Background: an optimization exercise with open tools, aiming at a short achievable clock period and few clock cycles. Do not read the settings as production practice.
Function was not checked in any run shown here: the RTL went through the layout flow alone.
No activity file was given, so power comes from the tool's default toggle rates.

==> flow/design.v <==
`default_nettype none
package axiAhbPkg;
    localparam int AddrWidth    = 32;
    localparam int DataWidth    = 32;
    localparam int IdWidth      = 4;
    localparam int MaxBeats     = 16;
    localparam int BeatIdxWidth = 4;
    typedef enum logic [1:0]
    {
        OKAY   = 2'd0,
        SLVERR = 2'd2
    } axiResp_e;
    typedef enum logic [1:0]
    {
        IDLE   = 2'd0,
        NONSEQ = 2'd2
    } ahbTrans_e;
    typedef enum logic [2:0]
    {
        BYTE = 3'd0,
        HALF = 3'd1,
        WORD = 3'd2
    } axiSize_e;
    typedef struct packed
    {
        logic [IdWidth-1:0]      id;
        logic [AddrWidth-1:0]    addr;
        logic [BeatIdxWidth-1:0] len;
        axiSize_e                size;
    } burstReq_t;
    typedef struct packed
    {
        logic [DataWidth-1:0] data;
        logic                 err;
    } readBeat_t;
endpackage
`default_nettype wire
`timescale 1ns/1ps
`default_nettype none
import axiAhbPkg::*;
module axiToAhbBridge (
    input  wire                                 ACLK,
    input  wire                                 rst,
    input  wire                                 awValid,
    output logic                                awReady,
    input  wire [axiAhbPkg::IdWidth-1:0]        awId,
    input  wire [axiAhbPkg::AddrWidth-1:0]      awAddr,
    input  wire [axiAhbPkg::BeatIdxWidth-1:0]   awLen,
    input  wire axiAhbPkg::axiSize_e            awSize,
    input  wire                                 wValid,
    output logic                                wReady,
    input  wire [axiAhbPkg::DataWidth-1:0]      wData,
    input  wire                                 wLast,
    output logic                                bValid,
    input  wire                                 bReady,
    output logic [axiAhbPkg::IdWidth-1:0]       bId,
    output axiAhbPkg::axiResp_e                 bResp,
    input  wire                                 arValid,
    output logic                                arReady,
    input  wire [axiAhbPkg::IdWidth-1:0]        arId,
    input  wire [axiAhbPkg::AddrWidth-1:0]      arAddr,
    input  wire [axiAhbPkg::BeatIdxWidth-1:0]   arLen,
    input  wire axiAhbPkg::axiSize_e            arSize,
    output logic                                rValid,
    input  wire                                 rReady,
    output logic [axiAhbPkg::IdWidth-1:0]       rId,
    output logic [axiAhbPkg::DataWidth-1:0]     rData,
    output axiAhbPkg::axiResp_e                 rResp,
    output logic                                rLast,
    output logic [axiAhbPkg::AddrWidth-1:0]     hAddr,
    output logic                                hWrite,
    output logic [2:0]                          hSize,
    output axiAhbPkg::ahbTrans_e                hTrans,
    output logic [axiAhbPkg::DataWidth-1:0]     hWData,
    input  wire [axiAhbPkg::DataWidth-1:0]      hRData,
    input  wire                                 hReady,
    input  wire                                 hResp
);
    logic                 awReadyQ;   
    logic [IdWidth-1:0]   awIdQ;
    logic [AddrWidth-1:0] awAddrQ;
    logic [3:0]           awLenQ;
    logic [2:0]           awSizeQ;
    logic                 arReadyQ;
    logic [IdWidth-1:0]   arIdQ;
    logic [AddrWidth-1:0] arAddrQ;
    logic [3:0]           arLenQ;
    logic [2:0]           arSizeQ;
    logic [DataWidth-1:0] wBuf [2];
    logic                 wWr;
    logic                 wRd;
    logic                 wEmpty;
    logic                 wReadyQ;    
    logic                 bAct;
    logic                 hTransQ;
    logic                 hWriteQ;
    logic [AddrWidth-1:0] hAddrQ;
    logic [2:0]           hSizeQ;
    logic                 hLastQ;     
    logic [3:0]           curLeft;    
    logic [DataWidth-1:0] wdPend;     
    logic                 dpAct;
    logic                 dpWr;
    logic                 dpLast;
    logic [DataWidth-1:0] hWDataQ;
    logic                 wrBusy;     
    logic [IdWidth-1:0]   wrId;
    logic                 errAcc;
    logic                 bValidQ;
    logic                 bErrQ;
    logic                 rdBusy;     
    logic [IdWidth-1:0]   rdId;
    logic                 rValidQ;
    logic [DataWidth-1:0] rDataQ;
    logic                 rErrQ;
    logic                 rLastQ;
    logic [DataWidth+1:0] rBuf [4];
    logic [1:0]           rWr;
    logic [1:0]           rRd;
    logic [4:0]           rCnt;       
    assign awReady = awReadyQ;
    assign arReady = arReadyQ;
    assign wReady  = wReadyQ;
    assign hTrans  = hTransQ ? NONSEQ : IDLE;
    assign hWrite  = hWriteQ;
    assign hAddr   = hAddrQ;
    assign hSize   = hSizeQ;
    assign hWData  = hWDataQ;
    assign bValid  = bValidQ;
    assign bId     = wrId;
    assign bResp   = bErrQ ? SLVERR : OKAY;
    assign rValid  = rValidQ;
    assign rId     = rdId;
    assign rData   = rDataQ;
    assign rResp   = rErrQ ? SLVERR : OKAY;
    assign rLast   = rLastQ;
    logic                 awAvail;
    logic [IdWidth-1:0]   awIdS;
    logic [AddrWidth-1:0] awAddrS;
    logic [3:0]           awLenS;
    logic [2:0]           awSizeS;
    logic                 arAvail;
    logic [IdWidth-1:0]   arIdS;
    logic [AddrWidth-1:0] arAddrS;
    logic [3:0]           arLenS;
    logic [2:0]           arSizeS;
    assign awAvail = !awReadyQ || awValid;
    assign awIdS   = awReadyQ ? awId   : awIdQ;
    assign awAddrS = awReadyQ ? awAddr : awAddrQ;
    assign awLenS  = awReadyQ ? awLen  : awLenQ;
    assign awSizeS = awReadyQ ? awSize : awSizeQ;
    assign arAvail = !arReadyQ || arValid;
    assign arIdS   = arReadyQ ? arId   : arIdQ;
    assign arAddrS = arReadyQ ? arAddr : arAddrQ;
    assign arLenS  = arReadyQ ? arLen  : arLenQ;
    assign arSizeS = arReadyQ ? arSize : arSizeQ;
    logic                 wIn;
    logic                 wAvail;
    logic [DataWidth-1:0] wHead;
    assign wIn    = wValid && wReadyQ;
    assign wAvail = !wEmpty || wIn;
    assign wHead  = wEmpty ? wData : wBuf[wRd];
    logic credOK;
    assign credOK = rCnt[0] || rCnt[1];
    logic canUpd;
    logic endB;
    logic wrSel;
    logic startWr;
    logic startRd;
    logic pres;
    logic presWr;
    assign canUpd  = !hTransQ || hReady;
    assign endB    = hTransQ && hLastQ;
    assign wrSel   = awAvail && !wrBusy;
    assign startWr = canUpd && !bAct && wrSel;
    assign startRd = canUpd && !bAct && !wrSel && arAvail && !rdBusy;
    always_comb
    begin
        if (bAct)
            pres = !endB && (hWriteQ ? wAvail : credOK);
        else if (wrSel)
            pres = awAvail && wAvail;
        else
            pres = arAvail && !rdBusy;
    end
    assign presWr = canUpd && pres && (bAct ? hWriteQ : wrSel);
    logic rdDone;
    logic wrDoneBeat;
    assign rdDone     = dpAct && !dpWr && hReady;
    assign wrDoneBeat = dpAct && dpWr && hReady;
    logic rOutFree;
    logic rEmpty;
    logic rPop;
    logic rPush;
    assign rOutFree = !rValidQ || rReady;
    assign rEmpty   = rCnt[0];
    assign rPop     = rOutFree && !rEmpty;
    assign rPush    = rdDone && !(rOutFree && rEmpty);
    logic [11:0] addrInc;
    always_comb
    begin
        logic [11:0] m;
        logic [11:0] q;
        logic [11:0] c;
        logic        p;
        for (int i = 0; i < 12; i++)
        begin
            m[i] = (i >= int'(hSizeQ));
            q[i] = hAddrQ[i] || !m[i];
        end
        p = 1'b1;
        for (int i = 0; i < 12; i++)
        begin
            c[i] = m[i] && p;
            p    = p && q[i];
        end
        addrInc = hAddrQ[11:0] ^ c;
    end
    logic [11:0] hAddrLoN;
    logic [19:0] hAddrHiN;
    logic [2:0]  hSizeN;
    logic        hWriteN;
    always_comb
    begin
        if (bAct)
        begin
            hAddrLoN = hTransQ ? addrInc : hAddrQ[11:0];
            hAddrHiN = hAddrQ[31:12];
            hSizeN   = hSizeQ;
            hWriteN  = hWriteQ;
        end
        else if (wrSel)
        begin
            hAddrLoN = awAddrS[11:0];
            hAddrHiN = awAddrS[31:12];
            hSizeN   = awSizeS;
            hWriteN  = 1'b1;
        end
        else
        begin
            hAddrLoN = arAddrS[11:0];
            hAddrHiN = arAddrS[31:12];
            hSizeN   = arSizeS;
            hWriteN  = 1'b0;
        end
    end
    logic [DataWidth+1:0] rNext;
    assign rNext = rEmpty ? {hRData, hResp, dpLast} : rBuf[rRd];
    always_ff @(posedge ACLK)
    begin
        if (rst)
        begin
            awReadyQ <= 1'b1;
            arReadyQ <= 1'b1;
            wWr      <= 1'b0;
            wRd      <= 1'b0;
            wEmpty   <= 1'b1;
            wReadyQ  <= 1'b1;
            bAct     <= 1'b0;
            hTransQ  <= 1'b0;
            dpAct    <= 1'b0;
            wrBusy   <= 1'b0;
            bValidQ  <= 1'b0;
            rdBusy   <= 1'b0;
            rValidQ  <= 1'b0;
            rWr      <= 2'd0;
            rRd      <= 2'd0;
            rCnt     <= 5'b00001;
        end
        else
        begin
            awReadyQ <= awReadyQ ? (!awValid || startWr) : startWr;
            arReadyQ <= arReadyQ ? (!arValid || startRd) : startRd;
            if (wIn)
                wWr <= !wWr;
            if (presWr)
                wRd <= !wRd;
            if (wIn && !presWr)
            begin
                wEmpty  <= 1'b0;
                wReadyQ <= wEmpty;
            end
            else if (presWr && !wIn)
            begin
                wEmpty  <= wReadyQ;
                wReadyQ <= 1'b1;
            end
            if (canUpd)
            begin
                hTransQ <= pres;
                if (bAct)
                    bAct <= !endB;
                else
                    bAct <= startWr || startRd;
            end
            if (hReady)
                dpAct <= hTransQ;
            if (startWr)
                wrBusy <= 1'b1;
            else if (bValidQ && bReady)
                wrBusy <= 1'b0;
            if (wrDoneBeat && dpLast)
                bValidQ <= 1'b1;
            else if (bReady)
                bValidQ <= 1'b0;
            if (startRd)
                rdBusy <= 1'b1;
            else if (rValidQ && rReady && rLastQ)
                rdBusy <= 1'b0;
            if (rOutFree)
                rValidQ <= !rEmpty || rdDone;
            if (rPop)
                rRd <= rRd + 2'd1;
            if (rPush)
                rWr <= rWr + 2'd1;
            if (rPush && !rPop)
                rCnt <= {rCnt[3:0], 1'b0};
            else if (rPop && !rPush)
                rCnt <= {1'b0, rCnt[4:1]};
        end
    end
    always_ff @(posedge ACLK)
    begin
        if (awReadyQ)
        begin
            awIdQ   <= awId;
            awAddrQ <= awAddr;
            awLenQ  <= awLen;
            awSizeQ <= awSize;
        end
        if (arReadyQ)
        begin
            arIdQ   <= arId;
            arAddrQ <= arAddr;
            arLenQ  <= arLen;
            arSizeQ <= arSize;
        end
        if (wIn)
            wBuf[wWr] <= wData;
        if (canUpd)
        begin
            wdPend <= wHead;
            if (bAct)
            begin
                if (hTransQ)
                begin
                    curLeft <= curLeft - 4'd1;
                    hLastQ  <= (curLeft == 4'd1);
                end
            end
            else if (wrSel)
            begin
                curLeft <= awLenS;
                hLastQ  <= (awLenS == 4'd0);
            end
            else
            begin
                curLeft <= arLenS;
                hLastQ  <= (arLenS == 4'd0);
            end
        end
        hAddrQ[11:0]  <= (hAddrLoN & {12{canUpd}}) | (hAddrQ[11:0] & {12{!canUpd}});
        hAddrQ[31:12] <= (hAddrHiN & {20{canUpd}}) | (hAddrQ[31:12] & {20{!canUpd}});
        hSizeQ        <= (hSizeN & {3{canUpd}}) | (hSizeQ & {3{!canUpd}});
        hWriteQ       <= (hWriteN && canUpd) || (hWriteQ && !canUpd);
        wrId          <= (awIdS & {IdWidth{startWr}}) | (wrId & {IdWidth{!startWr}});
        rdId          <= (arIdS & {IdWidth{startRd}}) | (rdId & {IdWidth{!startRd}});
        if (hReady)
        begin
            dpWr   <= hWriteQ;
            dpLast <= hLastQ;
        end
        hWDataQ <= (wdPend & {DataWidth{hReady}}) | (hWDataQ & {DataWidth{!hReady}});
        if (startWr)
            errAcc <= 1'b0;
        else if (wrDoneBeat)
            errAcc <= errAcc || hResp;
        bErrQ <= ((errAcc || hResp) && wrDoneBeat && dpLast)
              || (bErrQ && !(wrDoneBeat && dpLast));
        if (rPush)
            rBuf[rWr] <= {hRData, hResp, dpLast};
        {rDataQ, rErrQ, rLastQ} <= (rNext & {(DataWidth+2){rOutFree}})
                                 | ({rDataQ, rErrQ, rLastQ} & {(DataWidth+2){!rOutFree}});
    end
endmodule
`default_nettype wire
==> flow/run.sh <==
#!/bin/bash
# synth_recipe.tcl (not shown) runs the flow's synth.tcl, then flattens the netlist and writes it again
# the make line also repeats each setting of config.mk as NAME=value (left out here)
make -C /OpenROAD-flow-scripts/flow DESIGN_CONFIG=/design/flow/config.mk WORK_HOME=/design/flow/orfs CLKGATE_MAP_FILE= SYNTH_SCRIPT=/design/flow/synth_recipe.tcl finish
==> flow/config.mk <==
export PLATFORM = sky130hd
export DESIGN_NAME = axiToAhbBridge
export DESIGN_NICKNAME = axiToAhbBridge
export VERILOG_FILES = /design/flow/design.v
export SDC_FILE = /design/flow/constraint.sdc
export NUM_CORES = 4
export LEC_CHECK = 0
export ABC_CLOCK_PERIOD_IN_PS = 2000
export CAP_MARGIN = 20
export CORE_MARGIN = 2
export CORE_UTILIZATION = 40
export SETUP_SLACK_MARGIN = 3.3
export SLEW_MARGIN = 20
==> flow/constraint.sdc <==
create_clock -name core_clock -period 5.5 [get_ports {ACLK}]
set_input_delay 1.1000 -clock core_clock [delete_from_list [all_inputs] [get_ports {ACLK}]]
set_output_delay 1.1000 -clock core_clock [all_outputs]
set_load 0.01 [all_outputs]
==> run summary, run 1 <==
- Yosys cell types: 49
- Synth Area per Inst: 17.1 um^2
- Synth top cells by count: 349 x edfxtp_1, 143 x mux2_2, 113 x dfxtp_1, 54 x nor2_1, 48 x nand2_1
- Yosys warnings: 1
- Clk_skew: slightly above 20 ps
- Crit. End Element: output pin
- First-pass GRT wire length: 58.2 mm
- Pwr/cell area: 431 nW/um^2
- Core Region: 43000 um^2
- GPL Wtd Cong: 0.757
- H-tree Lvls: 2
- Critical path, cell by cell: buf_2
- CP arrival: about 1200 ps
- Fraction of registers with async set/reset: 0%
- Clock Tree Buf Depth: 3
- Die Y: 212 um
- Num CTS Buffers: 49
- Top-count cell post-synth: edfxtp_1
- VDD IR max: 0.000308 V
- Final slew viol count: 0
- Post-layout min period: roughly 2300 ps
- Total placed cells including tap cells: 1832
- Area leader, netlist: edfxtp_1
- DP Worst Slack: 1800 ps
- M1 GR Usage: 22.4%
- Crit-path max cell delay: 440 ps
- WP data required: around 4400 ps
- Synth top area share: 60.4%
- Max-cap viol count: 0
- Global route overflow: 0
- Post-Syn Area: 17400 um^2
- Number of synthesized flops with an enable pin: 349
- Worst min path class: flop to flop
- Die width: about 210 um
- Area Growth Syn to Fin: 32.8%
- Num rows: 76
- Crit Path Max Fanout: 2
- Vias per cell: 4.82
- IO buf count: ~280
- WHS: between 400 and 500 ps
- Setup WS post-layout: 3220 ps
- Drt wl/cell: slightly below 20 um
- Finish-stage setup viols: 0
- Final period util: 41.5%
- Gr busiest metal: met2
- Top post-synthesis cells by area: edfxtp_1 60%, dfxtp_1 13%, mux2_2 9.3%
- Pre-antenna DRT Iters: 4
- Fmax achieved: 438 MHz
- WS Path Type: flop to output pin
- DRT iter0 DRCs: 505
- WP buf/inv: 1
- Outcome: no timing/DRC/antenna violations
- IO Count: 280
- DRC Markers: 0
- Initial core utilization: 40.4%
- Nets: 1556
- Post-synthesis register bit count: 462
- Tot GR Track Use: between 15 and 20%
- Startpoint Class: flop
- Worst-Margin Slew: ~1000 ps
- Ys flop type: edfxtp_1
- Vias in the first global route: 9783
- Rel. slew slack: 30.5%
- Root Buffer: clkbuf_16
- Sink Count: 462
- Layout cell share with drive strength beyond 1: 36.5%
- Remaining antenna violation count after routing: 0
- Setup total negative slack: 0 ps
- Mapped Cells: 1014
- Via count: about 9.7k
- Total wire length: 39.4 mm
- Largest net degree at the start of global routing: 68
- Met3 usage: 4.61%
- Clk slew on worst S/H paths: 60 ps
- Worst-skew pair later-pin latency: between 500 and 600 ps
- Met2 usage: roughly 28%
- Final Hold Viols: 0
- P_leak: 8.42 nW
- Die area: 45100 um^2
- Post-DP HPWL: ~22 mm
- Final Non-Filler Cells: 2011
- Slowest-stage cell, CP: edfxtp_1
- CTS tree: built
- RSZ-0062 raised after global routing: yes
- Sequential share of the synthesized area: around 73%
- Antenna violations before repair: 3
- CP top delay family: flip-flops
- Post-layout util: 53.6%
power breakdown:
group | switching (W) | total [W] | internal, W | leakage [nW]
Combinational | 0.00108 | 0.00212 | 0.00104 | 3.35
Sequential | 0.000195 | 0.00462 | 0.00443 | 4.29
Clock | 0.00131 | 0.00319 | 0.00187 | 0.780
cell families (layout without fill, tap and decap cells):
group | after synthesis | in the layout | share of synthesized area, %
adder cells (fa/ha/maj) | 13 | 13 | 0.938
flip-flops | 462 | 462 | 73.4
buffers and inverters | 70 | 473 | 1.83
XOR/XNOR | 13 | 13 | 0.656
other | 1 | 5 | 0.0216
multiplexers | 224 | 224 | 16.4
AND/OR/NAND/NOR | 142 | 147 | 3.67
AO/OA/AOI/OAI | 89 | 89 | 3.02
cell type report:
cell class / count / area (um^2)
multi-input combinational: 489 / 4600
timing repair inverter: 1 / 7.51
clock inverter: 29 / 218
fill: 3632 / 19900
clock buffer: 63 / 1350
timing repair buffer: 365 / 3290
sequential: 462 / 12800
tap: 585 / 732
inverter: 15 / 60.1
antenna: 2 / 5.00
cell usage in the layout (no fill, tap or decap), types with 6 or more instances in the layout:
master	synthesis	layout
dfxtp_2	0	7
clkbuf_1	26	9
xor2_1	6	6
mux2i_1	45	45
clkinv_1	0	11
a21oi_1	21	18
clkdlybuf4s50_1	0	152
buf_6	1	19
mux2_2	143	142
buf_4	6	64
inv_1	15	12
buf_12	0	18
nor2_1	54	50
edfxtp_1	349	349
and2_4	0	9
clkinv_2	0	12
buf_2	20	102
ha_1	13	6
xnor2_1	7	6
mux4_2	34	34
nand2_1	48	47
o32ai_1	7	7
o21ai_1	5	6
dfxtp_1	113	101
clkbuf_16	0	51
o21ai_0	41	38
layer usage:
metal / share of wire [%] / wire [um] / vias up
met5: 0.035 / 14 / -
met1: 43 / 17100 / 4815
li1: - / - / 4592
met2: 49 / 19300 / 219
met4: 2.2 / 865 / 4
met3: 5.5 / 2180 / 64
path summary, 6_finish.rpt:
| kind | startpoint | to | slack, ps | depth (start not counted) |
|---|---|---|---|---|
| max | flop | hSize[1] | 3220 | 1 |
| min | wdPend[2] | flop | 420 | 0 |
| min reg2reg | wdPend[2] | flop | 420 | 0 |
| max reg2reg | flop | flop | 3230 | 12 |
metrics by stage:
step | area (um^2) | total power (W)
3_3_place_gp | 20800 | 0.00666
4_1_cts | 22800 | 0.00997
2_1_floorplan | 17600 | 0.00579
6_report | 23000 | 0.00992
5_1_grt | 23000 | 0.0104
3_5_place_dp | 20800 | 0.00669
what timing repair did:
action	in CTS	in global routing
gates cloned	11	0
buffers inserted	55	19
gates resized for setup	534	21
endpoints found under the setup margin	388	155
hold buffers	0	0
pin swaps	16	6
==> run 2, diff against run 1 <==
--- a/flow/design.v
+++ b/flow/design.v
@@ -119,20 +119,30 @@
     logic [1:0]           rRd;
     logic [4:0]           rCnt;       
+    logic                 hWriteO;
+    logic [AddrWidth-1:0] hAddrO;
+    logic [2:0]           hSizeO;
+    logic [DataWidth-1:0] hWDataO;
+    logic [IdWidth-1:0]   wrIdO;
+    logic                 bErrO;
+    logic [IdWidth-1:0]   rdIdO;
+    logic [DataWidth-1:0] rDataO;
+    logic                 rErrO;
+    logic                 rLastO;
     assign awReady = awReadyQ;
     assign arReady = arReadyQ;
     assign wReady  = wReadyQ;
     assign hTrans  = hTransQ ? NONSEQ : IDLE;
-    assign hWrite  = hWriteQ;
-    assign hAddr   = hAddrQ;
-    assign hSize   = hSizeQ;
-    assign hWData  = hWDataQ;
+    assign hWrite  = hWriteO;
+    assign hAddr   = hAddrO;
+    assign hSize   = hSizeO;
+    assign hWData  = hWDataO;
     assign bValid  = bValidQ;
-    assign bId     = wrId;
-    assign bResp   = bErrQ ? SLVERR : OKAY;
+    assign bId     = wrIdO;
+    assign bResp   = bErrO ? SLVERR : OKAY;
     assign rValid  = rValidQ;
-    assign rId     = rdId;
-    assign rData   = rDataQ;
-    assign rResp   = rErrQ ? SLVERR : OKAY;
-    assign rLast   = rLastQ;
+    assign rId     = rdIdO;
+    assign rData   = rDataO;
+    assign rResp   = rErrO ? SLVERR : OKAY;
+    assign rLast   = rLastO;
     logic                 awAvail;
     logic [IdWidth-1:0]   awIdS;
@@ -197,50 +207,43 @@
     assign rPop     = rOutFree && !rEmpty;
     assign rPush    = rdDone && !(rOutFree && rEmpty);
+    logic [11:0] sizeMask;    
+    logic [11:0] onesBelow;   
+    logic [11:0] carryIn;
     logic [11:0] addrInc;
     always_comb
     begin
-        logic [11:0] m;
-        logic [11:0] q;
-        logic [11:0] c;
-        logic        p;
         for (int i = 0; i < 12; i++)
         begin
-            m[i] = (i >= int'(hSizeQ));
-            q[i] = hAddrQ[i] || !m[i];
+            sizeMask[i]  = (i >= int'(hSizeQ));
+            onesBelow[i] = hAddrQ[i] || !sizeMask[i];
         end
-        p = 1'b1;
+        carryIn[0] = sizeMask[0];
+        for (int i = 1; i < 12; i++)
+            carryIn[i] = sizeMask[i] && (&(onesBelow | ~((12'd1 << i) - 12'd1)));
         for (int i = 0; i < 12; i++)
-        begin
-            c[i] = m[i] && p;
-            p    = p && q[i];
-        end
-        addrInc = hAddrQ[11:0] ^ c;
+            addrInc[i] = carryIn[i] ? !hAddrQ[i] : hAddrQ[i];
     end
-    logic [11:0] hAddrLoN;
-    logic [19:0] hAddrHiN;
-    logic [2:0]  hSizeN;
-    logic        hWriteN;
+    logic [AddrWidth-1:0] hAddrN;
+    logic [2:0]           hSizeN;
+    logic                 hWriteN;
     always_comb
     begin
         if (bAct)
         begin
-            hAddrLoN = hTransQ ? addrInc : hAddrQ[11:0];
-            hAddrHiN = hAddrQ[31:12];
-            hSizeN   = hSizeQ;
-            hWriteN  = hWriteQ;
+            hAddrN  = hTransQ ? {hAddrQ[31:12], addrInc} : hAddrQ;
+            hSizeN  = hSizeQ;
+            hWriteN = hWriteQ;
         end
         else if (wrSel)
         begin
-            hAddrLoN = awAddrS[11:0];
-            hAddrHiN = awAddrS[31:12];
-            hSizeN   = awSizeS;
-            hWriteN  = 1'b1;
+            hAddrN  = awAddrS;
+            hSizeN  = awSizeS;
+            hWriteN = 1'b1;
         end
         else
         begin
-            hAddrLoN = arAddrS[11:0];
-            hAddrHiN = arAddrS[31:12];
-            hSizeN   = arSizeS;
-            hWriteN  = 1'b0;
+            hAddrN  = arAddrS;
+            hSizeN  = arSizeS;
+            hWriteN = 1'b0;
         end
     end
@@ -341,4 +344,7 @@
         begin
             wdPend <= wHead;
+            hAddrQ  <= hAddrN;
+            hWriteQ <= hWriteN;
+            hSizeQ  <= hSizeN;
             if (bAct)
             begin
@@ -360,26 +366,32 @@
             end
         end
-        hAddrQ[11:0]  <= (hAddrLoN & {12{canUpd}}) | (hAddrQ[11:0] & {12{!canUpd}});
-        hAddrQ[31:12] <= (hAddrHiN & {20{canUpd}}) | (hAddrQ[31:12] & {20{!canUpd}});
-        hSizeQ        <= (hSizeN & {3{canUpd}}) | (hSizeQ & {3{!canUpd}});
-        hWriteQ       <= (hWriteN && canUpd) || (hWriteQ && !canUpd);
-        wrId          <= (awIdS & {IdWidth{startWr}}) | (wrId & {IdWidth{!startWr}});
-        rdId          <= (arIdS & {IdWidth{startRd}}) | (rdId & {IdWidth{!startRd}});
+        if (startWr)
+            wrId <= awIdS;
+        if (startRd)
+            rdId <= arIdS;
         if (hReady)
         begin
-            dpWr   <= hWriteQ;
-            dpLast <= hLastQ;
+            dpWr    <= hWriteQ;
+            dpLast  <= hLastQ;
+            hWDataQ <= wdPend;
         end
-        hWDataQ <= (wdPend & {DataWidth{hReady}}) | (hWDataQ & {DataWidth{!hReady}});
         if (startWr)
             errAcc <= 1'b0;
         else if (wrDoneBeat)
             errAcc <= errAcc || hResp;
-        bErrQ <= ((errAcc || hResp) && wrDoneBeat && dpLast)
-              || (bErrQ && !(wrDoneBeat && dpLast));
+        if (wrDoneBeat && dpLast)
+            bErrQ <= errAcc || hResp;
         if (rPush)
             rBuf[rWr] <= {hRData, hResp, dpLast};
-        {rDataQ, rErrQ, rLastQ} <= (rNext & {(DataWidth+2){rOutFree}})
-                                 | ({rDataQ, rErrQ, rLastQ} & {(DataWidth+2){!rOutFree}});
+        if (rOutFree)
+            {rDataQ, rErrQ, rLastQ} <= rNext;
+        hAddrO  <= canUpd ? hAddrN : hAddrQ;
+        hSizeO  <= canUpd ? hSizeN : hSizeQ;
+        hWriteO <= canUpd ? hWriteN : hWriteQ;
+        hWDataO <= hReady ? wdPend : hWDataQ;
+        wrIdO   <= startWr ? awIdS : wrId;
+        rdIdO   <= startRd ? arIdS : rdId;
+        bErrO   <= (wrDoneBeat && dpLast) ? (errAcc || hResp) : bErrQ;
+        {rDataO, rErrO, rLastO} <= rOutFree ? rNext : {rDataQ, rErrQ, rLastQ};
     end
 endmodule
--- a/flow/config.mk
+++ b/flow/config.mk
@@ -9,5 +9,6 @@
 export CAP_MARGIN = 20
 export CORE_MARGIN = 2
-export CORE_UTILIZATION = 40
-export SETUP_SLACK_MARGIN = 3.3
+export CORE_UTILIZATION = 62
+export PLACE_DENSITY = 0.7
+export SETUP_SLACK_MARGIN = 3.5
 export SLEW_MARGIN = 20
==> run 2 against run 1 <==
Final area increased by 3.9%; power fell by 4.9%; utilization grew 27 points; first-iteration DRC count grew 52%; global-route usage increased by 8.6 points; count of clock-buffer cells in the layout rose by 10; wire length rose by 5.3%; via count rose by 12%; synthesized area rose by 7.6%; clock skew rose by 1.9 ps; synthesized cell count up 12%; combinational power shrank about 30%.
==> run summary, run 2 <==
- Final instance area: 23900 um^2 (+3.9%)
- Post-synthesis register bit count: 496 (+7.4%)
- Final period util: 40.8% (-0.72 points)
- Die area: 31500 um^2 (-30%)
- Yosys warnings: 1 (unchanged)
- WP data required: 4400 ps (about the same)
- Comb power frac: 15.6% (-5.7 points)
- DRC Markers: 0 (unchanged)
- Area Growth Syn to Fin: 28.2%
- Core Region: 29600 um^2 (-31%)
- Num rows: 63 (-17%)
- Final slew viol count: 0 (unchanged)
- Drt wl/cell: 21.9 um (+12%)
- Overall power: 0.00943 W (-4.9%)
- Worst min path class: flop to flop
- Setup total negative slack: 0 ps (unchanged)
- Total wire length: 41.6 mm (+5.3%)
- Crit-path max cell delay: 450 ps (about the same)
- Setup WS post-layout: 3260 ps (+39.6 ps)
- Pre-antenna DRT Iters: 6 (+2)
- Clk network pwr share: 34.5% (+2.4 points)
- DP Worst Slack: 1860 ps (+60.1 ps)
- Root Buffer: clkbuf_16
- Sw power: 0.00225 W (-13%)
- CTS tree: built
- Area leader, netlist: edfxtp_1
- Max FFs per register: 136
- Storage element area: 13500 um^2 (+5.6%)
- Number of synthesized flops with an enable pin: 350 (+0.29%)
- Die Y: 178 um (-16%)
- Largest regs: rBuf x136, wBuf x64
- Via count: 10.9k (+12%)
- Slowest-stage cell, CP: edfxtp_1
- Num CTS Buffers: 49 (unchanged)
- Ys flop type: edfxtp_1
- CP top delay family: flip-flops
- Global route overflow: 0 (unchanged)
- VDD IR max: 0.000351 V (+14%)
- Yosys cell types: 54 (+10%)
- CP arrival: 1140 ps (-40 ps)
- Outcome: no timing/DRC/antenna violations
- Sequential share of the synthesized area: 72.0% (-1.5 points)
- Vias per cell: 5.74 (+19%)
- Top-count cell post-synth: edfxtp_1
- GPL Wtd Cong: 0.758 (about the same)
- Worst-Margin Slew: 1090 ps (+46.7 ps)
- WP buf/inv: 1 (unchanged)
- Nets: 1633 (+4.9%)
- Final Hold Viols: 0 (unchanged)
- Sink Count: 496 (+7.4%)
- Post-DP HPWL: 23.1 mm (+4.1%)
- Placed Area: 21800 um^2 (+4.7%)
- Post-layout util: 80.7% (+27 points)
- Remaining antenna violation count after routing: 0 (unchanged)
- Fmax achieved: 446 MHz (+1.8%)
- Critical path, cell by cell: buf_6
- Top post-synthesis cells by area: edfxtp_1 56%, dfxtp_1 16%, mux2_2 7.8%
- Crit Path Max Fanout: 3 (+1)
- IO buf count: 275 (unchanged)
- Clock Tree Buf Depth: 3 (unchanged)
- Switching share of power: 23.9% (-2.2 points)
- Tot GR Track Use: 25.9% (+8.6 points)
- Startpoint Class: flop
- Pwr/cell area: 394 nW/um^2 (-8.5%)
- First-pass GRT wire length: 61.7 mm (+5.9%)
- Antenna violations before repair: 6 (+3)
- Post-Syn Area: 18700 um^2 (+7.6%)
- P_leak: 8.99 nW (+6.8%)
- Clk_skew: 22.0 ps (+1.90 ps)
- Clk slew on worst S/H paths: 60 ps (about the same)
- Synth Area per Inst: 16.5 um^2 (-3.8%)
- Internal Pwr Total: 0.00718 W (-2.1%)
- Area of the multi-input gates: 5130 um^2 (+12%)
- Vias in the first global route: 11.0k (+12%)
- H-tree Lvls: 2 (unchanged)
- Synth top cells by count: 350 x edfxtp_1, 146 x dfxtp_1, 129 x mux2_2, 59 x o21ai_0, 50 x nor2_1
- DRT iter0 DRCs: 768 (+52%)
- IO Count: 280 (unchanged)
- Commonest non-fill, non-tap cell in the layout: edfxtp_1
- CTS Hold Bufs: 0 (unchanged)
- Worst-skew pair later-pin latency: 560 ps (about the same)
- Largest register by flop count: rBuf
- Mapped Cells: 1134 (+12%)
- Layout cell share with drive strength beyond 1: 34.3% (-2.3 points)
- Commonest non-fill, non-tap cells in the layout: 350 x edfxtp_1, 142 x clkdlybuf4s50_1, 119 x mux2_2, 119 x dfxtp_1, 86 x buf_2
- RSZ-0062 raised after global routing: yes
- # fillers: 1640 (-55%)
- Largest net degree at the start of global routing: 71 (+4.4%)
- Rel. slew slack: 27.4% (-3.1 points)
- Share of power burned in registers: 49.9% (+3.3 points)
- Die width: 178 um (-16%)
- Synth top area share: 56.3% (-4.1 points)
- Crit. End Element: output pin
- Max-cap viol count: 0 (unchanged)
- Initial core utilization: 63.0% (+23 points)
- Finish-stage setup viols: 0 (unchanged)
- WS Path Type: flop to output pin
- Fraction of registers with async set/reset: 0% (unchanged)
- Post-layout min period: 2240 ps (-39.6 ps)
-- run 2: changes by cell type in the layout (fill, tap and decap cells not counted), sizes merged, moves of 13 or more --
cell	previous run	this run
nor3	7	46
buf	203	178
mux2	145	159
dfxtp	113	146
o21ai	46	59
-- run 2: layout make-up --
cell class / instances / area share [%]
Antenna cell: 5 / 0.0523
Clock buffer: 73 / 5.84
Clock inverter: 16 / 0.743
Inverter: 14 / 0.246
Multi-Input combinational cell: 564 / 21.5
Sequential cell: 496 / 56.4
Tap cell: 390 / 2.04
Timing Repair Buffer: 339 / 13.2
Timing Repair inverter: 1 / 0.0314
-- run 2: metal layers --
layer / share of wire (%) / global-route usage [%] / vias to the layer above
li1: - / - / 4967
met1: 40 / 33.0 / 5477
met2: 49 / 42.5 / 365
met3: 8.9 / 8.40 / 79
met4: 2.4 / 7.75 / 2
met5: 0.031 / 0 / -
-- run 2: final timing paths --
check        startpoint          to  slack, ps  cells after the start
max           hAddrQ[0]    hAddr[0]       3260                      1
min reg2reg   wdPend[9]  hWDataO[9]        420                      0
min           wdPend[9]  hWDataO[9]        420                      0
max reg2reg        bAct     wReadyQ       3570                      8
-- run 2: through the flow --
stage          hold WS [ps]  cells
5_1_grt                 423   1894
4_1_cts                 420   1878
6_report                418   1898
3_5_place_dp            405   1741
3_3_place_gp            401   1741
2_1_floorplan           400   1136
-- run 2: logic make-up after synthesis --
| logic type | synth area share [%] |
|---|---|
| fa+ha+maj | 0.536 |
| other cells | 0.0201 |
| mux | 16.5 |
| xor+xnor | 0.328 |
| compound gates | 3.61 |
| buf+inv | 2.23 |
| simple gates | 4.78 |
| flops | 72.0 |
-- run 2: power by group through the flow --
stage	logic [W]	clock network (W)	registers, W
final	0.00148	0.00325	0.00471
after global routing	0.00158	0.00346	0.00475
after CTS	0.00140	0.00331	0.00470
after detailed placement	0.00137	0	0.00480
after global placement	0.00133	0	0.00478
after floorplan	0.000772	0	0.00475
-- run 2: repair_timing --
item,in CTS,in global routing
gates cloned,15,1
endpoints found under the setup margin,505,260
gates resized for setup,553,61
buffers inserted,33,14
pin swaps,11,14
==> run 3, diff against run 2 <==
--- a/flow/config.mk
+++ b/flow/config.mk
@@ -9,6 +9,5 @@
 export CAP_MARGIN = 20
 export CORE_MARGIN = 2
-export CORE_UTILIZATION = 62
-export PLACE_DENSITY = 0.7
-export SETUP_SLACK_MARGIN = 3.5
+export CORE_UTILIZATION = 55
+export SETUP_SLACK_MARGIN = 3.3
 export SLEW_MARGIN = 20
==> run 3 against run 2 <==
Final area is 0.29% lower; clock skew decreased by 7.6 ps; highest routed layer unchanged; first-iteration DRC count fell by 21%; critical path type unchanged; global-route usage is 3.3 points lower; wire length shrank 4.0%; still clean on timing, DRC and antenna; non-clock buffer count is 5 higher; count of clock-buffer cells in the layout rose by 3; cell count up 3.4%; worst setup slack got worse by 60 ps; utilization decreased by 9.4 points; sequential share of layout area up 0.063 points.
==> run summary, run 3 <==
- Outcome: no timing/DRC/antenna violations
- Die Y: 188 um (+6.0%)
- Post-Syn Area: 18700 um^2 (unchanged)
- Vias in the first global route: 10.7k (-2.5%)
- Hold path depth: 0 (unchanged)
- Startpoint Class: flop
- Synth top area share: 56.3% (unchanged)
- Total wire length: 39.9 mm (-4.0%)
- Placed Area: 21800 um^2 (about the same)
- Number of synthesized flops with an enable pin: 350 (unchanged)
- Fmax achieved: 434 MHz (-2.6%)
- Commonest non-fill, non-tap cell in the layout: edfxtp_1
- Max FFs per register: 136 (unchanged)
- Largest register by flop count: rBuf
- CP arrival: 1200 ps (+60 ps)
- Worst-skew pair later-pin latency: 550 ps (about the same)
- Setup total negative slack: 0 ps (unchanged)
- Yosys warnings: 1 (unchanged)
- RSZ-0062 raised after global routing: yes
- Worst min path class: flop to flop
- Hold endpoint: hWDataO[29]
- Antenna violations before repair: 6 (unchanged)
- Die width: 188 um (+6.0%)
- Overall power: 0.00939 W (-0.42%)
- Area Growth Syn to Fin: 27.8%
- Finish-stage setup viols: 0 (unchanged)
- H-tree Lvls: 2 (unchanged)
- GPL Wtd Cong: 0.754 (-0.50%)
- Crit Path Max Fanout: 2 (-1)
- Commonest non-fill, non-tap cells in the layout: 350 x edfxtp_1, 153 x clkdlybuf4s50_1, 134 x dfxtp_1, 129 x mux2_2, 86 x buf_2
- Fraction of registers with async set/reset: 0% (unchanged)
- Global route overflow: 0 (unchanged)
- Rel. slew slack: 27.4% (-0.033 points)
- IO buf count: 275 (unchanged)
- Crit-path max cell delay: 400 ps (-50 ps)
- Tot GR Track Use: 22.6% (-3.3 points)
- Num rows: 67 (+6.3%)
- Clk_skew: 14.4 ps (-7.63 ps)
- Drt wl/cell: 20.3 um (-7.2%)
- VDD IR max: 0.000259 V (-26%)
- Largest regs: rBuf x136, wBuf x64
- DRC Markers: 0 (unchanged)
- WP buf/inv: 1 (unchanged)
- WP data required: 4400 ps (about the same)
- Reg2Reg Setup Slack: 3360 ps (-210 ps)
- Remaining antenna violation count after routing: 0 (unchanged)
- Post-layout min period: 2300 ps (+60.5 ps)
- Nets: 1639 (+0.37%)
- Root Buffer: clkbuf_16
- Yosys cell types: 54 (unchanged)
- DRT iter0 DRCs: 610 (-21%)
- Ys flop type: edfxtp_1
- Reg2Reg Capture Point: rdId[2]
- Initial core utilization: 55.8% (-7.2 points)
- Mapped Cells: 1134 (unchanged)
- Final slew viol count: 0 (unchanged)
- Worst reg2reg path startpoint: awReadyQ
- Final Hold Viols: 0 (unchanged)
- First-pass GRT wire length: 61.5 mm (-0.30%)
- Storage element area: 13500 um^2 (-0.18%)
- Num CTS Buffers: 50 (+2.0%)
- Via count: 10.6k (-2.7%)
- Top-count cell post-synth: edfxtp_1
- Final instance area: 23900 um^2 (-0.29%)
- Final period util: 41.9% (+1.1 points)
- Worst-Margin Slew: 1090 ps (+0.502 ps)
- Pre-antenna DRT Iters: 7 (+1)
- Hold Crit Start: wdPend[29]
- Core Region: 33400 um^2 (+13%)
- Clock Tree Buf Depth: 3 (unchanged)
- Vias per cell: 5.40 (-5.9%)
- Sink Count: 496 (unchanged)
- Worst R2R Path Depth: 7 (-1)
- Layout cell share with drive strength beyond 1: 33.0% (-1.3 points)
- Top post-synthesis cells by area: edfxtp_1 56%, dfxtp_1 16%, mux2_2 7.8%
- Area leader, netlist: edfxtp_1
- WS Path Type: flop to output pin
- Sequential share of the synthesized area: 72.0% (unchanged)
- P_leak: 8.83 nW (-1.8%)
- Max-cap viol count: 0 (unchanged)
- Synth Area per Inst: 16.5 um^2 (unchanged)
- Synth top cells by count: 350 x edfxtp_1, 146 x dfxtp_1, 129 x mux2_2, 59 x o21ai_0, 50 x nor2_1
- Pwr/cell area: 394 nW/um^2 (-0.13%)
- # fillers: 2224 (+36%)
- Clk slew on worst S/H paths: 60 ps (about the same)
- Crit. End Element: output pin
- Slowest-stage cell, CP: edfxtp_1
- CP top delay family: flip-flops
- IO Count: 280 (unchanged)
- Largest net degree at the start of global routing: 68 (-4.2%)
- Critical path, cell by cell: clkdlybuf4s15_1
- CTS Hold Bufs: 0 (unchanged)
- CTS tree: built
- Post-synthesis register bit count: 496 (unchanged)
- Area of the multi-input gates: 5050 um^2 (-1.5%)
- Die area: 35400 um^2 (+12%)
- Post-DP HPWL: 22.3 mm (-3.7%)
[run 3: cell types whose count changed in the layout (fill, tap and decap cells not counted), sizes merged, moves of 3 or more]
cell	change
dlygate4sd2	-3
clkdlybuf4s50	+11
clkbuf	+13
dlymetal6s2s	-5
clkinv	+3
buf	-8
[run 3: through the flow]
step | setup WS, ps | hold slack [ps] | cells | util (%)
global route | 3170 | 425 | 1962 | 71.3
detailed placement | 2160 | 405 | 1799 | 65.2
finish | 3200 | 417 | 1963 | 71.3
global placement | 2190 | 403 | 1799 | 65.2
floorplan | 3010 | 400 | 1136 | -
CTS | 3140 | 414 | 1949 | 71.2
[run 3: timing repair]
item | CTS | global route
hold endpoints to repair | 0 | 0
cloned | 11 | 0
endpoints found under the setup margin | 430 | 126
resized for setup | 471 | 52
buffers inserted | 46 | 11
pin swaps | 7 | 2
[run 3: area by class of cell]
class	instances	share of cell area (%)
timing repair buffer	344	12.8
timing repair inverter	2	0.0524
tap	448	2.35
antenna	3	0.0315
clock inverter	17	0.535
inverter	14	0.273
sequential	496	56.4
multi-input combinational	563	21.2
clock buffer	76	6.30
[run 3: worst max path at each step]
| stage | from | endpoint | slack [ps] | cells past startpoint |
|---|---|---|---|---|
| floorplan | hReady | wrIdO[0] | 3010 | 2 |
| detailed placement | rReady | rBuf[2][7] | 2160 | 4 |
| global placement | rReady | rBuf[1][5] | 2190 | 4 |
| finish | hSizeO[0] | hSize[0] | 3200 | 1 |
| global route | hSizeO[0] | hSize[0] | 3170 | 1 |
| CTS | hSizeO[0] | hSize[0] | 3140 | 1 |
[run 3: kinds of logic after synthesis]
kind of cell	count (synthesis)	synth area share [%]
AOI/OAI and AO/OA	116	3.61
xor gates and xnor gates	7	0.328
adders and majority gates	8	0.536
buffers and inverters	84	2.23
DFF	496	72.0
muxes	233	16.5
other	1	0.0201
and+or+nand+nor	189	4.78
[run 3: metal layers]
layer	share of wire [%]	global-route usage [%]	vias up
met3	7.0	5.94	65
met5	0.12	0	-
met2	49	37.6	297
li1	-	-	4974
met4	2.2	6.54	8
met1	41	29.4	5250
[run 3: report_power, final]
group	switching [W]	total [W]	internal, W
registers	0.000199	0.00469	0.00449
clock network	0.00134	0.00331	0.00197
logic	0.000688	0.00140	0.000711
==> run 4, diff against run 3 <==
--- a/flow/design.v
+++ b/flow/design.v
@@ -78,4 +78,5 @@
 );
     logic                 awReadyQ;   
+    logic                 awFullQ;    
     logic [IdWidth-1:0]   awIdQ;
     logic [AddrWidth-1:0] awAddrQ;
@@ -83,4 +84,5 @@
     logic [2:0]           awSizeQ;
     logic                 arReadyQ;
+    logic                 arFullQ;
     logic [IdWidth-1:0]   arIdQ;
     logic [AddrWidth-1:0] arAddrQ;
@@ -94,7 +96,10 @@
     logic                 bAct;
     logic                 hTransQ;
-    logic                 hWriteQ;
-    logic [AddrWidth-1:0] hAddrQ;
-    logic [2:0]           hSizeQ;
+    logic                 hWriteI;
+    logic [AddrWidth-1:0] hAddrI;
+    logic [2:0]           hSizeI;
+    logic                 hWriteO;
+    logic [AddrWidth-1:0] hAddrO;
+    logic [2:0]           hSizeO;
     logic                 hLastQ;     
     logic [3:0]           curLeft;    
@@ -103,5 +108,6 @@
     logic                 dpWr;
     logic                 dpLast;
-    logic [DataWidth-1:0] hWDataQ;
+    logic [DataWidth-1:0] hWDataS;    
+    logic [DataWidth-1:0] hWDataO;
     logic                 wrBusy;     
     logic [IdWidth-1:0]   wrId;
@@ -112,21 +118,14 @@
     logic [IdWidth-1:0]   rdId;
     logic                 rValidQ;
-    logic [DataWidth-1:0] rDataQ;
-    logic                 rErrQ;
-    logic                 rLastQ;
+    logic [DataWidth-1:0] rDataI;
+    logic                 rErrI;
+    logic                 rLastI;
+    logic [DataWidth-1:0] rDataO;
+    logic                 rErrO;
+    logic                 rLastO;
     logic [DataWidth+1:0] rBuf [4];
     logic [1:0]           rWr;
     logic [1:0]           rRd;
     logic [4:0]           rCnt;       
-    logic                 hWriteO;
-    logic [AddrWidth-1:0] hAddrO;
-    logic [2:0]           hSizeO;
-    logic [DataWidth-1:0] hWDataO;
-    logic [IdWidth-1:0]   wrIdO;
-    logic                 bErrO;
-    logic [IdWidth-1:0]   rdIdO;
-    logic [DataWidth-1:0] rDataO;
-    logic                 rErrO;
-    logic                 rLastO;
     assign awReady = awReadyQ;
     assign arReady = arReadyQ;
@@ -138,8 +137,8 @@
     assign hWData  = hWDataO;
     assign bValid  = bValidQ;
-    assign bId     = wrIdO;
-    assign bResp   = bErrO ? SLVERR : OKAY;
+    assign bId     = wrId;
+    assign bResp   = bErrQ ? SLVERR : OKAY;
     assign rValid  = rValidQ;
-    assign rId     = rdIdO;
+    assign rId     = rdId;
     assign rData   = rDataO;
     assign rResp   = rErrO ? SLVERR : OKAY;
@@ -155,14 +154,14 @@
     logic [3:0]           arLenS;
     logic [2:0]           arSizeS;
-    assign awAvail = !awReadyQ || awValid;
-    assign awIdS   = awReadyQ ? awId   : awIdQ;
-    assign awAddrS = awReadyQ ? awAddr : awAddrQ;
-    assign awLenS  = awReadyQ ? awLen  : awLenQ;
-    assign awSizeS = awReadyQ ? awSize : awSizeQ;
-    assign arAvail = !arReadyQ || arValid;
-    assign arIdS   = arReadyQ ? arId   : arIdQ;
-    assign arAddrS = arReadyQ ? arAddr : arAddrQ;
-    assign arLenS  = arReadyQ ? arLen  : arLenQ;
-    assign arSizeS = arReadyQ ? arSize : arSizeQ;
+    assign awAvail = awFullQ || awValid;
+    assign awIdS   = awFullQ ? awIdQ   : awId;
+    assign awAddrS = awFullQ ? awAddrQ : awAddr;
+    assign awLenS  = awFullQ ? awLenQ  : awLen;
+    assign awSizeS = awFullQ ? awSizeQ : awSize;
+    assign arAvail = arFullQ || arValid;
+    assign arIdS   = arFullQ ? arIdQ   : arId;
+    assign arAddrS = arFullQ ? arAddrQ : arAddr;
+    assign arLenS  = arFullQ ? arLenQ  : arLen;
+    assign arSizeS = arFullQ ? arSizeQ : arSize;
     logic                 wIn;
     logic                 wAvail;
@@ -188,5 +187,5 @@
     begin
         if (bAct)
-            pres = !endB && (hWriteQ ? wAvail : credOK);
+            pres = !endB && (hWriteI ? wAvail : credOK);
         else if (wrSel)
             pres = awAvail && wAvail;
@@ -194,5 +193,5 @@
             pres = arAvail && !rdBusy;
     end
-    assign presWr = canUpd && pres && (bAct ? hWriteQ : wrSel);
+    assign presWr = canUpd && pres && (bAct ? hWriteI : wrSel);
     logic rdDone;
     logic wrDoneBeat;
@@ -215,6 +214,6 @@
         for (int i = 0; i < 12; i++)
         begin
-            sizeMask[i]  = (i >= int'(hSizeQ));
-            onesBelow[i] = hAddrQ[i] || !sizeMask[i];
+            sizeMask[i]  = (i >= int'(hSizeI));
+            onesBelow[i] = hAddrI[i] || !sizeMask[i];
         end
         carryIn[0] = sizeMask[0];
@@ -222,5 +221,5 @@
             carryIn[i] = sizeMask[i] && (&(onesBelow | ~((12'd1 << i) - 12'd1)));
         for (int i = 0; i < 12; i++)
-            addrInc[i] = carryIn[i] ? !hAddrQ[i] : hAddrQ[i];
+            addrInc[i] = carryIn[i] ? !hAddrI[i] : hAddrI[i];
     end
     logic [AddrWidth-1:0] hAddrN;
@@ -231,7 +230,7 @@
         if (bAct)
         begin
-            hAddrN  = hTransQ ? {hAddrQ[31:12], addrInc} : hAddrQ;
-            hSizeN  = hSizeQ;
-            hWriteN = hWriteQ;
+            hAddrN  = hTransQ ? {hAddrI[31:12], addrInc} : hAddrI;
+            hSizeN  = hSizeI;
+            hWriteN = hWriteI;
         end
         else if (wrSel)
@@ -249,5 +248,7 @@
     end
     logic [DataWidth+1:0] rNext;
-    assign rNext = rEmpty ? {hRData, hResp, dpLast} : rBuf[rRd];
+    logic                 rLoadNew;
+    assign rNext    = rEmpty ? {hRData, hResp, dpLast} : rBuf[rRd];
+    assign rLoadNew = rOutFree && (!rEmpty || rdDone);
     always_ff @(posedge ACLK)
     begin
@@ -256,4 +257,6 @@
             awReadyQ <= 1'b1;
             arReadyQ <= 1'b1;
+            awFullQ  <= 1'b0;
+            arFullQ  <= 1'b0;
             wWr      <= 1'b0;
             wRd      <= 1'b0;
@@ -273,6 +276,8 @@
         else
         begin
-            awReadyQ <= awReadyQ ? (!awValid || startWr) : startWr;
-            arReadyQ <= arReadyQ ? (!arValid || startRd) : startRd;
+            awReadyQ <= awFullQ ? startWr : (!awValid || startWr);
+            arReadyQ <= arFullQ ? startRd : (!arValid || startRd);
+            awFullQ  <= awFullQ ? !startWr : (awValid && !startWr);
+            arFullQ  <= arFullQ ? !startRd : (arValid && !startRd);
             if (wIn)
                 wWr <= !wWr;
@@ -309,5 +314,5 @@
             if (startRd)
                 rdBusy <= 1'b1;
-            else if (rValidQ && rReady && rLastQ)
+            else if (rValidQ && rReady && rLastI)
                 rdBusy <= 1'b0;
             if (rOutFree)
@@ -325,5 +330,5 @@
     always_ff @(posedge ACLK)
     begin
-        if (awReadyQ)
+        if (!awFullQ)
         begin
             awIdQ   <= awId;
@@ -332,5 +337,5 @@
             awSizeQ <= awSize;
         end
-        if (arReadyQ)
+        if (!arFullQ)
         begin
             arIdQ   <= arId;
@@ -344,17 +349,18 @@
         begin
             wdPend <= wHead;
-            hAddrQ  <= hAddrN;
-            hWriteQ <= hWriteN;
-            hSizeQ  <= hSizeN;
             if (bAct)
             begin
                 if (hTransQ)
                 begin
-                    curLeft <= curLeft - 4'd1;
-                    hLastQ  <= (curLeft == 4'd1);
+                    hAddrI[11:0] <= addrInc;
+                    curLeft      <= curLeft - 4'd1;
+                    hLastQ       <= (curLeft == 4'd1);
                 end
             end
             else if (wrSel)
             begin
+                hAddrI  <= awAddrS;
+                hWriteI <= 1'b1;
+                hSizeI  <= awSizeS;
                 curLeft <= awLenS;
                 hLastQ  <= (awLenS == 4'd0);
@@ -362,4 +368,7 @@
             else
             begin
+                hAddrI  <= arAddrS;
+                hWriteI <= 1'b0;
+                hSizeI  <= arSizeS;
                 curLeft <= arLenS;
                 hLastQ  <= (arLenS == 4'd0);
@@ -372,7 +381,6 @@
         if (hReady)
         begin
-            dpWr    <= hWriteQ;
+            dpWr    <= hWriteI;
             dpLast  <= hLastQ;
-            hWDataQ <= wdPend;
         end
         if (startWr)
@@ -384,14 +392,13 @@
         if (rPush)
             rBuf[rWr] <= {hRData, hResp, dpLast};
-        if (rOutFree)
-            {rDataQ, rErrQ, rLastQ} <= rNext;
-        hAddrO  <= canUpd ? hAddrN : hAddrQ;
-        hSizeO  <= canUpd ? hSizeN : hSizeQ;
-        hWriteO <= canUpd ? hWriteN : hWriteQ;
-        hWDataO <= hReady ? wdPend : hWDataQ;
-        wrIdO   <= startWr ? awIdS : wrId;
-        rdIdO   <= startRd ? arIdS : rdId;
-        bErrO   <= (wrDoneBeat && dpLast) ? (errAcc || hResp) : bErrQ;
-        {rDataO, rErrO, rLastO} <= rOutFree ? rNext : {rDataQ, rErrQ, rLastQ};
+        if (rLoadNew)
+            {rDataI, rErrI, rLastI} <= rNext;
+        if (hReady && hTransQ && hWriteI)
+            hWDataS <= wdPend;
+        hAddrO  <= canUpd ? hAddrN : hAddrI;
+        hSizeO  <= canUpd ? hSizeN : hSizeI;
+        hWriteO <= canUpd ? hWriteN : hWriteI;
+        hWDataO <= hReady ? wdPend : hWDataS;
+        {rDataO, rErrO, rLastO} <= rOutFree ? rNext : {rDataI, rErrI, rLastI};
     end
 endmodule
==> run 4 against run 3 <==
Maximum frequency up 1.1%; count of clock-buffer cells in the layout up 9; first-iteration DRC count down 2.6%; sequential power up 16%; power up 18%; critical path depth unchanged; cell count up 17%; combinational power up 46%; critical path type unchanged.
==> run summary, run 4 <==
- Outcome: no timing/DRC/antenna violations
- Ys flop type: edfxtp_1
- Storage element area: 14800 um^2 (+9.8%)
- Comb power frac: 18.5% (+3.6 points)
- Root Buffer: clkbuf_16
- Post-layout util: 69.9% (-1.4 points)
- Core Region: 37500 um^2 (+12%)
- DRC Markers: 0 (unchanged)
- Total wire length: 46.3 mm (+16%)
- # fillers: 2681 (+21%)
- Synth Area per Inst: 14.8 um^2 (-10%)
- WS Path Type: flop to output pin
- CTS tree: built
- Global route overflow: 0 (unchanged)
- Final period util: 41.4% (-0.44 points)
- Area Growth Syn to Fin: 25.6%
- RSZ-0062 raised after global routing: yes
- Sw power: 0.00289 W (+30%)
- IO buf count: 275 (unchanged)
- Clock Tree Buf Depth: 3 (unchanged)
- Final Hold Viols: 0 (unchanged)
- H-tree Lvls: 2 (unchanged)
- CTS Hold Bufs: 0 (unchanged)
- Slowest-stage cell, CP: edfxtp_1
- Commonest non-fill, non-tap cells in the layout: 350 x edfxtp_1, 194 x dfxtp_1, 168 x nor2_1, 153 x mux2_2, 153 x clkdlybuf4s50_1
- WP buf/inv: 1 (unchanged)
- Tot GR Track Use: 23.6% (+1.0 points)
- Top-count cell post-synth: edfxtp_1
- DP Worst Slack: 1970 ps (-192 ps)
- Clk_skew: 15.2 ps (+0.793 ps)
- Die area: 39500 um^2 (+12%)
- Final Non-Filler Cells: 2290 (+17%)
- Largest register by flop count: rBuf
- Antenna violations before repair: 6 (unchanged)
- Share of power burned in registers: 49.4% (-0.5 points)
- Num rows: 71 (+6.0%)
- Post-layout min period: 2280 ps (-24.2 ps)
- Critical path, cell by cell: buf_6
- Number of synthesized flops with an enable pin: 350 (unchanged)
- Nets: 1901 (+16%)
- Post-DP HPWL: 26.7 mm (+20%)
- Total placed cells including tap cells: 2137 (+19%)
- Largest net degree at the start of global routing: 69 (+1.5%)
- Largest regs: rBuf x136, wBuf x64
- Initial core utilization: 55.7% (-0.14 points)
- Sink Count: 562 (+13%)
- Die Y: 199 um (+5.6%)
- P_leak: 9.71 nW (+10%)
- Via count: 12.3k (+16%)
- Final instance area: 26200 um^2 (+9.9%)
- Crit. End Element: output pin
- Post-Syn Area: 20900 um^2 (+12%)
- Fraction of registers with async set/reset: 0% (unchanged)
- Pwr/cell area: 422 nW/um^2 (+7.2%)
- Num CTS Buffers: 55 (+10%)
- Synth top area share: 50.4% (-5.9 points)
- Mapped Cells: 1413 (+25%)
- Area of the multi-input gates: 5890 um^2 (+17%)
- CP arrival: 1180 ps (-20 ps)
- VDD IR max: 0.000264 V (+2.0%)
- Finish-stage setup viols: 0 (unchanged)
- First-pass GRT wire length: 70.2 mm (+14%)
- IO Count: 280 (unchanged)
- Max-cap viol count: 0 (unchanged)
- Yosys warnings: 1 (unchanged)
- Rel. slew slack: 25.9% (-1.5 points)
- Worst-Margin Slew: 1110 ps (+20.1 ps)
- WP data required: 4400 ps (about the same)
- Startpoint Class: flop
- Setup WS post-layout: 3220 ps (+24.2 ps)
- Worst-skew pair later-pin latency: 600 ps (+50 ps)
- Layout cell share with drive strength beyond 1: 28.3% (-4.7 points)
- Synth top cells by count: 350 x edfxtp_1, 212 x dfxtp_1, 172 x nor2_1, 154 x mux2_2
- Commonest non-fill, non-tap cell in the layout: edfxtp_1
- Crit-path max cell delay: 420 ps (+20 ps)
- Clk slew on worst S/H paths: 70 ps (about the same)
- Area leader, netlist: edfxtp_1
- Reg2Reg Setup Slack: 3340 ps (-20 ps)
- Final slew viol count: 0 (unchanged)
- Drt wl/cell: 20.2 um (-0.61%)
- DRT iter0 DRCs: 594 (-2.6%)
- Internal Pwr Total: 0.00817 W (+14%)
- Sequential share of the synthesized area: 70.7% (-1.3 points)
- Crit Path Max Fanout: 2 (unchanged)
- Setup total negative slack: 0 ps (unchanged)
- Placed Area: 24200 um^2 (+11%)
- Post-synthesis register bit count: 562 (+13%)
- Remaining antenna violation count after routing: 0 (unchanged)
- Max FFs per register: 136 (unchanged)
- CP top delay family: flip-flops
- Vias in the first global route: 12.6k (+17%)
- Clk network pwr share: 32.1% (-3.1 points)
- Top post-synthesis cells by area: edfxtp_1 50%, dfxtp_1 20%, mux2_2 8.3%
- Vias per cell: 5.36 (-0.74%)
- Die width: 199 um (+5.6%)
- Pre-antenna DRT Iters: 5 (-2)
- Yosys cell types: 56 (+3.7%)
- GPL Wtd Cong: 0.812 (+7.8%)
- Switching share of power: 26.1% (+2.5 points)
- Fmax achieved: 439 MHz (+1.1%)
- Worst min path class: flop to flop
## run 4: changes by cell type after synthesis, moves of 10 or more
cell | before | now
inv_1 | 14 | 43
o211ai_1 | 13 | 2
a21oi_1 | 25 | 68
nor2_1 | 50 | 172
mux2_2 | 129 | 154
mux2i_1 | 40 | 68
nor3_1 | 46 | 10
o21ai_0 | 59 | 46
dfxtp_1 | 146 | 212
or3_1 | 15 | 5
mux2_4 | 30 | 0
## run 4: metal layers
| layer | GRT usage [%] | wire, um | vias to the layer above |
|---|---|---|---|
| met4 | 9.45 | 1450 | 4 |
| met3 | 5.65 | 2880 | 86 |
| met1 | 28.9 | 18700 | 6062 |
| met2 | 40.4 | 23200 | 314 |
| li1 | - | - | 5801 |
| met5 | 0 | 23 | - |
## run 4: timing repair
item | in CTS | in global routing
endpoints found under the setup margin | 550 | 81
pin swaps | 13 | 1
cloned | 12 | 0
gates resized for setup | 544 | 22
buffers inserted | 35 | 1
## run 4: cell type report
| cell class | instances | share of cell area [%] |
|---|---|---|
| diodes | 4 | 0.0382 |
| clock buffers | 85 | 5.95 |
| clock inverters | 16 | 0.492 |
| inverters | 44 | 0.706 |
| multi-input cells | 736 | 22.5 |
| flip-flops and latches | 562 | 56.4 |
| well taps | 511 | 2.44 |
| repair buffers | 331 | 11.5 |
| repair inverters | 1 | 0.0191 |
## run 4: power by group through the flow
stage / sequential (W) / combinational, W / clock, W
4_1_cts: 0.00546 / 0.00204 / 0.00363
6_report: 0.00546 / 0.00205 / 0.00356
3_5_place_dp: 0.00557 / 0.00206 / 0
5_1_grt: 0.00552 / 0.00224 / 0.00378
3_3_place_gp: 0.00555 / 0.00202 / 0
2_1_floorplan: 0.00554 / 0.00117 / 0
## run 4: final timing paths
path	start	end	cells after the start
worst max-delay path	hWriteI	hWrite	1
worst min-delay path	wdPend[7]	hWDataS[7]	0
worst max register to register	hWriteI	wReadyQ	9
worst min register to register	wdPend[7]	hWDataS[7]	0
## run 4: cells by family after synthesis
| kind of cell | after synthesis | synth area share, % |
|---|---|---|
| AOI/OAI and AO/OA | 159 | 4.47 |
| xor gates and xnor gates | 14 | 0.588 |
| adders and majority gates | 10 | 0.600 |
| buffers and inverters | 122 | 2.46 |
| DFF | 562 | 70.7 |
| muxes | 256 | 15.2 |
| other | 1 | 0.0180 |
| and+or+nand+nor | 289 | 5.92 |
## run 4: per-stage QoR
stage          total power (W)  hold WS (ps)
3_5_place_dp           0.00763           430
3_3_place_gp           0.00757           423
5_1_grt                 0.0115           447
6_report                0.0111           446
2_1_floorplan          0.00671           420
4_1_cts                 0.0111           441

-- afterwards: timing with drivers on the ports --
How much do the figures lean on ideal ports? The routed layouts below were timed once more, with nothing changed but the port constraints.
Step 1: set_driving_cell puts a clkbuf_16 on ACLK and a buf_2 on each other input, an assumption about the parent block.
Step 2 times the ports against the registers' clock, not the clock port: input delays grow and output delays shrink by t, the midpoint of the rising clock arrivals with the driver on.
a / b / c = ideal / step 1 / step 2; a / b = the first two.
run	t, ns	slack for setup (ns)	latest minus earliest clock arrival (ns)	slew at the worst register clock pin (ns)	cell pins on the clock port's net
run 1	0.613	3.219 / 3.166 / 2.710	0.022 / 0.021	0.06 / 0.06	1
run 2	0.594	3.258 / 3.208 / 2.904	0.026 / 0.026	0.06 / 0.06	1
run 3	0.595	3.198 / 3.145 / 2.798	0.016 / 0.015	0.06 / 0.06	1
run 4	0.649	3.222 / 3.167 / 2.630	0.015 / 0.016	0.07 / 0.07	1
After both steps every run listed still meets setup and hold. For run 4, which loses most, drivers alone change the setup slack by -0.055 ns; drivers and shift together by -0.592 ns.
